Background: an optimization exercise with open tools, aiming at a short achievable clock period and few clock cycles. Do not read the settings as production practice.
Only simulation tests tie the RTL to the original design; equivalence was not proved.
The clock port is modelled as an ideal driver; clocking choices that lean on that would not hold on a real chip.
Power is estimated from default activity; no workload was simulated.

==> 04-28: inputs <==
==> flow/design.v (excerpt) <==
module dcache_top (
	input logic clk,
	input logic rst,
	input logic rd_en,
	input logic wr_en,
	input dcache_pkg::addr_t addr,
	input dcache_pkg::data_t wr_data,
	output dcache_pkg::data_t rd_data,
	output logic busy,
	output logic valid,
	output logic mem_rd_en,
	output logic mem_wr_en,
	output dcache_pkg::addr_t mem_addr,
	output dcache_pkg::data_t mem_wr_data,
	input dcache_pkg::data_t mem_rd_data
);
==> flow/config.mk <==
export PLATFORM = sky130hd
export DESIGN_NAME = dcache_top
export DESIGN_NICKNAME = dcache_top
export VERILOG_FILES = /design/flow/design.v
export SDC_FILE = /design/flow/constraint.sdc
export NUM_CORES = 4
export LEC_CHECK = 0
export ABC_CLOCK_PERIOD_IN_PS = 3000
export CAP_MARGIN = 20
export CORE_MARGIN = 2
export CORE_UTILIZATION = 40
export SETUP_SLACK_MARGIN = 4.5
export SLEW_MARGIN = 20
export TNS_END_PERCENT = 10
==> flow/constraint.sdc <==
create_clock -name core_clock -period 7.5 [get_ports {clk}]
set_input_delay 1.5000 -clock core_clock [delete_from_list [all_inputs] [get_ports {clk}]]
set_output_delay 1.5000 -clock core_clock [all_outputs]
set_load 0.01 [all_outputs]
run.sh (not shown) runs the stock make flow with config.mk's settings and CLKGATE_MAP_FILE= SYNTH_SCRIPT=/design/flow/synth_recipe.tcl, a recipe that flattens the netlist after the stock synthesis.
==> 02-25: changes against 04-28 <==
==> flow/flow/run.sh (new file) <==
#!/bin/bash
set -euo pipefail
export POST_CTS_TCL="$PWD/flow/post_cts.tcl"
bash standard.sh MATCH_CELL_FOOTPRINT=0 "BUFFER_PORTS_ARGS=-buffer_cell sky130_fd_sc_hd__buf_4" finish > flow_make.log 2>&1
==> flow/flow/post_cts.tcl (new file) <==
# Extra setup repair after CTS. The standard pass often stops at a path it
# cannot improve; fresh passes over all violating endpoints go further.
set_dont_use $::env(DONT_USE_CELLS)
estimate_parasitics -placement
foreach pass {1 2} {
  log_cmd repair_timing -setup -setup_margin $::env(SETUP_SLACK_MARGIN) -repair_tns 100 -verbose
}
log_cmd detailed_placement
check_placement -verbose
estimate_parasitics -placement
report_worst_slack
==> flow/standard.sh (new file) <==
#!/bin/bash
# synth_recipe.tcl (not shown) runs the flow's synth.tcl, then flattens the netlist and writes it again
# the make line also repeats each setting of config.mk as NAME=value (left out here)
make -C /OpenROAD-flow-scripts/flow DESIGN_CONFIG=/design/flow/config.mk WORK_HOME=/design/flow/orfs CLKGATE_MAP_FILE= SYNTH_SCRIPT=/design/flow/synth_recipe.tcl "${@:-finish}"
--- a/flow/config.mk
+++ b/flow/config.mk
@@ -9,5 +9,5 @@
 export CAP_MARGIN = 20
 export CORE_MARGIN = 2
-export CORE_UTILIZATION = 40
+export CORE_UTILIZATION = 35
 export SETUP_SLACK_MARGIN = 4.5
 export SLEW_MARGIN = 20
removed: flow/run.sh
==> 11-07: changes against 04-28 <==
==> flow/flow/run.sh (new file) <==
#!/bin/bash
# The standard layout, with these changes to how it is made:
#  - the port buffers are plain sky130_fd_sc_hd__buf_4 cells instead of the
#    delay buffers buffer_ports picks by default;
#  - timing repair may resize a cell to one of another footprint;
#  - after CTS, two more setup repair passes run (flow/post_cts.tcl);
set -euo pipefail
export POST_CTS_TCL="$PWD/flow/post_cts.tcl"
export POST_GLOBAL_ROUTE_TCL="$PWD/flow/post_grt.tcl"
bash standard.sh MATCH_CELL_FOOTPRINT=0 "BUFFER_PORTS_ARGS=-buffer_cell sky130_fd_sc_hd__buf_4" finish > flow_make.log 2>&1
==> flow/flow/post_cts.tcl (new file) <==
# Extra setup repair after CTS. The standard pass often stops at a path it
# cannot improve; fresh passes over all violating endpoints go further.
set_dont_use $::env(DONT_USE_CELLS)
estimate_parasitics -placement
foreach pass {1 2} {
  log_cmd repair_timing -setup -setup_margin $::env(SETUP_SLACK_MARGIN) -repair_tns 100 -verbose
}
log_cmd detailed_placement
check_placement -verbose
estimate_parasitics -placement
report_worst_slack
==> flow/flow/post_grt.tcl (new file) <==
# Extra setup repair with global-routing parasitics, after the standard
# global route step; the changed nets are rerouted and the guides rewritten.
estimate_parasitics -global_routing
log_cmd repair_timing -setup -setup_margin $::env(SETUP_SLACK_MARGIN) -repair_tns 100 -verbose
log_cmd repair_timing -hold -hold_margin 0 -verbose
log_cmd global_route -start_incremental
log_cmd detailed_placement
log_cmd global_route -end_incremental
check_placement -verbose
estimate_parasitics -global_routing
report_worst_slack
report_worst_slack -min
write_guides $::env(RESULTS_DIR)/route.guide
==> flow/standard.sh (new file) <==
#!/bin/bash
# synth_recipe.tcl (not shown) runs the flow's synth.tcl, then flattens the netlist and writes it again
# the make line also repeats each setting of config.mk as NAME=value (left out here)
make -C /OpenROAD-flow-scripts/flow DESIGN_CONFIG=/design/flow/config.mk WORK_HOME=/design/flow/orfs CLKGATE_MAP_FILE= SYNTH_SCRIPT=/design/flow/synth_recipe.tcl "${@:-finish}"
--- a/flow/config.mk
+++ b/flow/config.mk
@@ -9,5 +9,5 @@
 export CAP_MARGIN = 20
 export CORE_MARGIN = 2
-export CORE_UTILIZATION = 40
+export CORE_UTILIZATION = 45
 export SETUP_SLACK_MARGIN = 4.5
 export SLEW_MARGIN = 20
removed: flow/run.sh
==> 08-03: changes against 04-28 <==
==> flow/flow/run.sh (new file) <==
#!/bin/bash
# The standard layout, with these changes to how it is made:
#  - the port buffers are plain sky130_fd_sc_hd__buf_4 cells instead of the
#    delay buffers buffer_ports picks by default;
#  - timing repair may resize a cell to one of another footprint;
#  - after CTS, two more setup repair passes run (flow/post_cts.tcl);
set -euo pipefail
export POST_CTS_TCL="$PWD/flow/post_cts.tcl"
export POST_GLOBAL_ROUTE_TCL="$PWD/flow/post_grt.tcl"
bash standard.sh MATCH_CELL_FOOTPRINT=0 "BUFFER_PORTS_ARGS=-buffer_cell sky130_fd_sc_hd__buf_4" finish > flow_make.log 2>&1
==> flow/flow/post_cts.tcl (new file) <==
# Extra setup repair after CTS. The standard pass often stops at a path it
# cannot improve; fresh passes over all violating endpoints go further.
set_dont_use $::env(DONT_USE_CELLS)
estimate_parasitics -placement
foreach pass {1 2} {
  log_cmd repair_timing -setup -setup_margin $::env(SETUP_SLACK_MARGIN) -repair_tns 100 -verbose
}
log_cmd detailed_placement
check_placement -verbose
estimate_parasitics -placement
report_worst_slack
==> flow/flow/post_grt.tcl (new file) <==
# Extra setup repair with global-routing parasitics, after the standard
# global route step; the changed nets are rerouted and the guides rewritten.
estimate_parasitics -global_routing
log_cmd repair_timing -setup -setup_margin $::env(SETUP_SLACK_MARGIN) -repair_tns 100 -verbose
log_cmd repair_timing -hold -hold_margin 0 -verbose
log_cmd global_route -start_incremental
log_cmd detailed_placement
log_cmd global_route -end_incremental
check_placement -verbose
estimate_parasitics -global_routing
report_worst_slack
report_worst_slack -min
write_guides $::env(RESULTS_DIR)/route.guide
==> flow/standard.sh (new file) <==
#!/bin/bash
# synth_recipe.tcl (not shown) runs the flow's synth.tcl, then flattens the netlist and writes it again
# the make line also repeats each setting of config.mk as NAME=value (left out here)
make -C /OpenROAD-flow-scripts/flow DESIGN_CONFIG=/design/flow/config.mk WORK_HOME=/design/flow/orfs CLKGATE_MAP_FILE= SYNTH_SCRIPT=/design/flow/synth_recipe.tcl "${@:-finish}"
--- a/flow/config.mk
+++ b/flow/config.mk
@@ -9,5 +9,5 @@
 export CAP_MARGIN = 20
 export CORE_MARGIN = 2
-export CORE_UTILIZATION = 40
+export CORE_UTILIZATION = 35
 export SETUP_SLACK_MARGIN = 4.5
 export SLEW_MARGIN = 20
removed: flow/run.sh
==> qor summary <==
quantity                                                         08-03           02-25           04-28           11-07
Final instance area                                        198000 um^2     198000 um^2     197000 um^2     197000 um^2
Tap cell count                                                    6655            6655            5734            5175
Result of the run                                       finished clean  finished clean  finished clean  finished clean
Multi-input combinational cell count                              8066            8066            8068            8077
Number of nets in the final layout                               13100           13100           13100           13200
Max transition margin                                            13.3%           11.5%           18.9%           19.6%
Required time of the critical path                             6.00 ns         6.00 ns         8.38 ns         8.29 ns
Biggest fanout along the worst timing path                           2               2              26               4
Routed length on met1                                        226000 um       226000 um       235000 um       231000 um
Standard-cell row count                                            259             259             242             228
X dimension of the die                                          709 um          709 um          664 um          626 um
Clock network power                                           0.0201 W        0.0201 W        0.0206 W        0.0207 W
Die Y                                                           709 um          709 um          664 um          626 um
Total area of sequential cells                             107000 um^2     107000 um^2     107000 um^2     107000 um^2
Comb power                                                   0.00258 W       0.00256 W       0.00247 W       0.00257 W
Switching power as a share of total power                        23.3%           23.3%           23.2%           23.2%
Count of cell instances traversed by the critical path               1               1               8              10
Shortest period the worst path allows                          3.09 ns         3.09 ns         3.20 ns         3.10 ns
Iter 0 DRT Violations                                            13800           13700           15700           15800
Testbench counts of 04-28, summed over its fixed seeds: cycles 5,306.
Testbench counts of 02-25, summed over its fixed seeds: cycles 5,306.
Testbench counts of 11-07, summed over its fixed seeds: cycles 5,306.
Testbench counts of 08-03, summed over its fixed seeds: cycles 5,306.

[afterwards: timing with drivers on the ports]
How much do the figures lean on ideal ports? The routed layouts below were timed once more, with nothing changed but the port constraints.
Step 1 assumes that a clkbuf_16 drives the clock port and a buf_2 every other input.
Step 2, shift: input delay + t, output delay - t, t = (earliest + latest rising clock arrival at the registers) / 2. This alone moves slack from input paths to output paths.
Slacks: no drivers / after step 1 / after step 2; pairs: no drivers / after step 1.
run	t (ns)	setup WS [ns]	worst setup path after step 2	worst register clock-pin slew, ns
04-28	1.097	4.304 / 4.218 / 4.055	input to register	0.07 / 0.07
02-25	1.155	4.415 / 4.294 / 3.637	input to register	0.07 / 0.07
11-07	1.087	4.399 / 4.399 / 3.790	input to register	0.07 / 0.07
08-03	1.153	4.411 / 4.290 / 3.630	input to register	0.07 / 0.07
After both steps every run listed still meets setup and hold. The setup slack of 08-03, which loses most, moves by -0.121 ns with the drivers and by -0.781 ns with both steps.
